Source: an optimization exercise on an open RTL-to-GDS flow (aim: small area). Production flows keep margins and buffers that such runs may drop.
Where RTL was checked, it was by simulation tests only, not by an equivalence proof against the original.
Power is estimated from default activity; no workload was simulated.

alpha:
// random_map_writer
module random_map_writer (
    input  logic        clk,
    input  logic        rst,
    input  logic        start,
    input  logic [15:0] seed,
    input  logic [4:0]  density,
    input  logic [4:0]  rd_x,
    input  logic [4:0]  rd_y,
    output logic        rd_occ,
    output logic        busy,
    output logic        done,
    output logic [9:0]  occ_count
);
    logic [9:0]  idx;
    logic [15:0] lfsr;
    logic [4:0]  dcur, dprev;
    logic        start_accept, cell_bit, row_start, seed_zero;
    logic [15:0] cp0;
    logic [15:0] cp1;
    logic [15:0] cp2;
    logic [15:0] pend;   
    assign start_accept = !busy && !done && start;
    assign cell_bit     = dcur[4] || (lfsr[3:0] < dcur[3:0]);
    assign row_start    = (idx[7:0] == '0);
    assign seed_zero    = (seed == 16'h0000);
    always_ff @(posedge clk) begin
        if (rst) begin
            busy      <= 1'b0;
            done      <= 1'b0;
            idx       <= '0;
            dcur      <= '0;
            dprev     <= '0;
            occ_count <= '0;
        end else if (start_accept) begin
            busy      <= 1'b1;
            idx       <= '0;
            dprev     <= dcur;
            dcur      <= (density > 5'd16) ? 5'd16 : density;
            occ_count <= '0;
        end else if (busy) begin
            idx       <= idx + 1'b1;
            occ_count <= occ_count + 10'(cell_bit);
  ...
clock: 5.0 ns
lec_check: 0
cap_margin: 20
core_margin: 2
core_utilization: 40
cts_buf_list: sky130_fd_sc_hd__clkbuf_8
gpl_timing_driven: 0
slew_margin: 20
standard.sh (not shown) runs the stock make flow with config.mk's settings and CLKGATE_MAP_FILE= SYNTH_SCRIPT=/design/flow/synth_recipe.tcl, a recipe that flattens the netlist after the stock synthesis.
==> flow/flow/run.sh <==
#!/bin/bash
# The standard layout, with one change: every port still gets its own
# buffer, but a plain buf_1 instead of the delay buffer that buffer_ports
# picks by default (that cell adds about 0.5 ns to each input and output path).
set -euo pipefail
export BUFFER_PORTS_ARGS="-buffer_cell sky130_fd_sc_hd__buf_1"
bash standard.sh > standard.log 2>&1
Per the final summary, alpha finished and its layout is clean on timing, DRC and antenna.
Here is what was changed in the inputs of beta compared with alpha.
==> flow/flow/run.sh <==
#!/bin/bash
# The standard layout with two changes:
#  - every port still gets its own buffer, but a plain buf_1 instead of the
#    delay buffer that buffer_ports picks by default;
#  - synthesis maps the logic with flow/abc_map.script (an area-oriented ABC
#    script) in place of ORFS's abc_speed.script. Everything else in the ORFS
#    scripts is used unchanged, from a copy made here.
set -euo pipefail
export BUFFER_PORTS_ARGS="-buffer_cell sky130_fd_sc_hd__buf_1"
rm -rf scripts_local
cp -r "$FLOW_HOME/scripts" scripts_local
cp flow/abc_map.script scripts_local/abc_speed.script
export SCRIPTS_DIR="$PWD/scripts_local"
bash standard.sh > standard.log 2>&1
==> flow/flow/abc_map.script (new file) <==
strash
dc2
&get -n
&dch -f
&nf
&put
topo
stime -c
dnsize -c
==> summary.txt <==
- To summarise beta: no stage aborted, but the layout did not pass its checks, failing on negative setup slack.
- When beta is set beside alpha, its global-route met2 utilization turns out to be 2.1 points smaller.
- Delta (beta minus alpha): synthesized-area fraction occupied by ao, oa, aoi and oai cells now sits lower; post-route total power went up 1.8 mW; largest net degree at the start of global routing went up 22.
No run of this note included a check of the RTL's function; only the layout flow was run.

## run 1
Another version of the RTL of random_map_writer (not shown whole).
Size in the first run: roughly 810 cells after synthesis, about 130 flip-flops, ~47 I/O pins, ~0.0078 sq mm of cells after synthesis.
==> flow/config.mk <==
export PLATFORM = sky130hd
export DESIGN_NAME = random_map_writer
export DESIGN_NICKNAME = random_map_writer
export VERILOG_FILES = /design/flow/design.v
export SDC_FILE = /design/flow/constraint.sdc
export NUM_CORES = 4
export LEC_CHECK = 0
export CAP_MARGIN = 20
export CORE_MARGIN = 2
export CORE_UTILIZATION = 55
export CTS_BUF_LIST = sky130_fd_sc_hd__clkbuf_8
export GPL_TIMING_DRIVEN = 0
export SLEW_MARGIN = 20
==> flow/constraint.sdc <==
create_clock -name core_clock -period 5.0 [get_ports {clk}]
set_input_delay 1.0000 -clock core_clock [delete_from_list [all_inputs] [get_ports {clk}]]
set_output_delay 1.0000 -clock core_clock [all_outputs]
set_load 0.01 [all_outputs]
==> flow/flow/run.sh <==
#!/bin/bash
# The standard layout with three changes:
#  - every port still gets its own buffer, but a plain buf_1 instead of the
#    delay buffer that buffer_ports picks by default;
#  - synthesis maps the logic with flow/abc_map.script (an area-oriented ABC
#    script) in place of ORFS's abc_speed.script. Everything else in the ORFS
#    scripts is used unchanged, from a copy made here;
#  - clock tree synthesis does not add dummy loads (CTS_ARGS repeats ORFS's
#    own arguments, with config.mk's CTS_BUF_LIST, plus -dont_use_dummy_load).
set -euo pipefail
export BUFFER_PORTS_ARGS="-buffer_cell sky130_fd_sc_hd__buf_1"
rm -rf scripts_local
cp -r "$FLOW_HOME/scripts" scripts_local
cp flow/abc_map.script scripts_local/abc_speed.script
export SCRIPTS_DIR="$PWD/scripts_local"
export CTS_ARGS="-sink_clustering_enable -repair_clock_nets -buf_list sky130_fd_sc_hd__clkbuf_8 -dont_use_dummy_load"
bash standard.sh > standard.log 2>&1
==> flow/flow/abc_map.script <==
strash
dc2
dc2
&get -n
&dch -f
&nf -R 1000
&put
topo
stime -c
dnsize -c
For run 2, these inputs were changed with respect to run 1:
diff --git a/flow/flow/run.sh b/flow/flow/run.sh
--- a/flow/flow/run.sh
+++ b/flow/flow/run.sh
@@ -1,3 +1,3 @@
 #!/bin/bash
-# The standard layout with three changes:
+# The standard layout with four changes:
 #  - every port still gets its own buffer, but a plain buf_1 instead of the
@@ -8,3 +8,5 @@
 #  - clock tree synthesis does not add dummy loads (CTS_ARGS repeats ORFS's
-#    own arguments, with config.mk's CTS_BUF_LIST, plus -dont_use_dummy_load).
+#    own arguments, with config.mk's CTS_BUF_LIST, plus -dont_use_dummy_load);
+#  - ORFS's power recovery (downsizing gates with slack to spare) runs after
+#    global routing (RECOVER_POWER).
 set -euo pipefail
@@ -16,2 +18,3 @@
 export CTS_ARGS="-sink_clustering_enable -repair_clock_nets -buf_list sky130_fd_sc_hd__clkbuf_8 -dont_use_dummy_load"
+export RECOVER_POWER=100
 bash standard.sh > standard.log 2>&1
==> flow/flow/abc_map.script <==
strash
&get -n
&b
&put
dc2
dc2
&get -n
&dch -f
&nf -R 1000
&put
topo
stime -c
dnsize -c
Findings:
- On run 2: area of all placed cells without fillers is about 2% lower than what run 1 gave.
- Share of the synthesized area in compound gates (AO/OA/AOI/OAI), run 1 and run 2: larger value in run 2
- Between run 1 and run 2, sequential share of layout area increased.
- Compared with run 1, run 2 improves total design power.
- Higher die width among run 1 and run 2: run 1
- A endpoint of the most critical setup path of rd_occ is what run 2 shows, while pv[4] belongs to run 1.
- The run with more routed wire is run 1, not run 2.
- Non-clock buffer count went up by more than 10% going from run 1 to run 2.
- Area added between synthesis and finish, run 1 and run 2, higher one = run 2.
- Going from run 1 to run 2, actual transition at the worst max-transition pin climbed 0.44 ns; worst setup slack dropped 0.20 ns.
- In terms of fraction of synthesized area in multiplexers, run 2 and run 1 differ only marginally.
Modified inputs, run 3 compared to run 2
==> flow/flow/run.sh <==
#!/bin/bash
# The standard layout with two changes:
#  - every port still gets its own buffer, but a plain buf_1 instead of the
#    delay buffer that buffer_ports picks by default;
#  - synthesis maps the logic with flow/abc_map.script (an area-oriented ABC
#    script) in place of ORFS's abc_speed.script. Everything else in the ORFS
#    scripts is used unchanged, from a copy made here;
#  - ORFS's power recovery (downsizing gates with slack to spare) runs after
#    global routing.
set -euo pipefail
export BUFFER_PORTS_ARGS="-buffer_cell sky130_fd_sc_hd__buf_1"
rm -rf scripts_local
cp -r "$FLOW_HOME/scripts" scripts_local
cp flow/abc_map.script scripts_local/abc_speed.script
export SCRIPTS_DIR="$PWD/scripts_local"
export RECOVER_POWER=100
bash standard.sh > standard.log 2>&1
==> flow/flow/abc_map.script <==
strash
dc2
dc2
&get -n
&dch -f
&nf -R 1000
&put
topo
stime -c
dnsize -c
==> summary.txt <==
- Comparing area fraction in compound gates after synthesis for run 3 and run 2, the bigger number came from run 2.
- Changes observed in run 3 relative to run 2: final cell count without fillers higher; cell count after placement higher; number of ordinary inverters in the final layout lower.
- Going from run 2 to run 3, via count of the first global-routing pass grew by a few percent.
Relative to run 3, the following input files were edited for run 4:
diff --git a/flow/flow/run.sh b/flow/flow/run.sh
--- a/flow/flow/run.sh
+++ b/flow/flow/run.sh
@@ -1,3 +1,3 @@
 #!/bin/bash
-# The standard layout with two changes:
+# The standard layout with four changes:
 #  - every port still gets its own buffer, but a plain buf_1 instead of the
@@ -7,4 +7,6 @@
 #    scripts is used unchanged, from a copy made here;
+#  - clock tree synthesis does not add dummy loads (CTS_ARGS repeats ORFS's
+#    own arguments, with config.mk's CTS_BUF_LIST, plus -dont_use_dummy_load);
 #  - ORFS's power recovery (downsizing gates with slack to spare) runs after
-#    global routing.
+#    global routing (RECOVER_POWER).
 set -euo pipefail
@@ -15,2 +17,3 @@
 export SCRIPTS_DIR="$PWD/scripts_local"
+export CTS_ARGS="-sink_clustering_enable -repair_clock_nets -buf_list sky130_fd_sc_hd__clkbuf_16 -sink_clustering_size 30 -sink_clustering_max_diameter 150 -dont_use_dummy_load"
 export RECOVER_POWER=100
==> summary.txt <==
- Maximum frequency across run 3 and run 4: no real change.
- Taking run 3 as the reference point, the count of clock-buffer cells in the layout of run 4 falls by 1.
- Taking run 3 as the reference, in run 4 net switching power of the design shows a reduction of 1.7%, part of the cycle the worst path needs shows an increase of 0.17 points, total power after layout shows no meaningful change, final worst-path setup slack shows a reduction of 0.0083 ns, maximum vdd ir drop shows an increase of 35 uV.
- Comparing run 3 and run 4, the lower final cell count is on run 4.
- In the tables for run 3 and run 4, wire length of the first global-routing pass reads lower with run 4.
- Having completed the whole flow, run 4 delivered a layout that passed the timing, DRC and antenna checks.
- For the final critical path time including I/O delays and setup, run 4 came in 0.0083 ns higher than run 3 did.
- Critical path depth: run 4 > run 3

[port drivers added, routing unchanged]
No port has a modelled driver above. Below, the same layouts with a new extraction and two added sets of constraints. Step 1 assumes that a clkbuf_16 drives the clock port and a buf_2 every other input. Step 2 times the ports against the registers' clock, not the clock port: input delays grow and output delays shrink by t, the midpoint of the rising clock arrivals with the driver on. a / b / c = no drivers / after step 1 / after step 2; a / b = the first two.
run | t, ns | setup WS [ns] | hold slack, ns
alpha | 0.458 | 0.165 / 0.175 / -0.283 | 0.459 / 0.459 / 0.459
beta | 0.469 | -0.620 / -0.619 / -1.087 | 0.479 / 0.479 / 0.479
run 1 | 0.458 | 0.325 / 0.304 / -0.117 | 0.456 / 0.456 / 0.456
run 2 | 0.465 | 0.125 / 0.088 / -0.132 | 0.463 / 0.463 / 0.463
run 3 | 0.479 | 0.335 / 0.297 / -0.118 | 0.457 / 0.457 / 0.457
run 4 | 0.446 | 0.327 / 0.340 / -0.098 | 0.453 / 0.453 / 0.453
With both steps, setup timing fails in 5 of these runs, where it was met with ideal ports. The setup slack of beta, which loses most, moves by +0.001 ns with the drivers and by -0.467 ns with both steps.
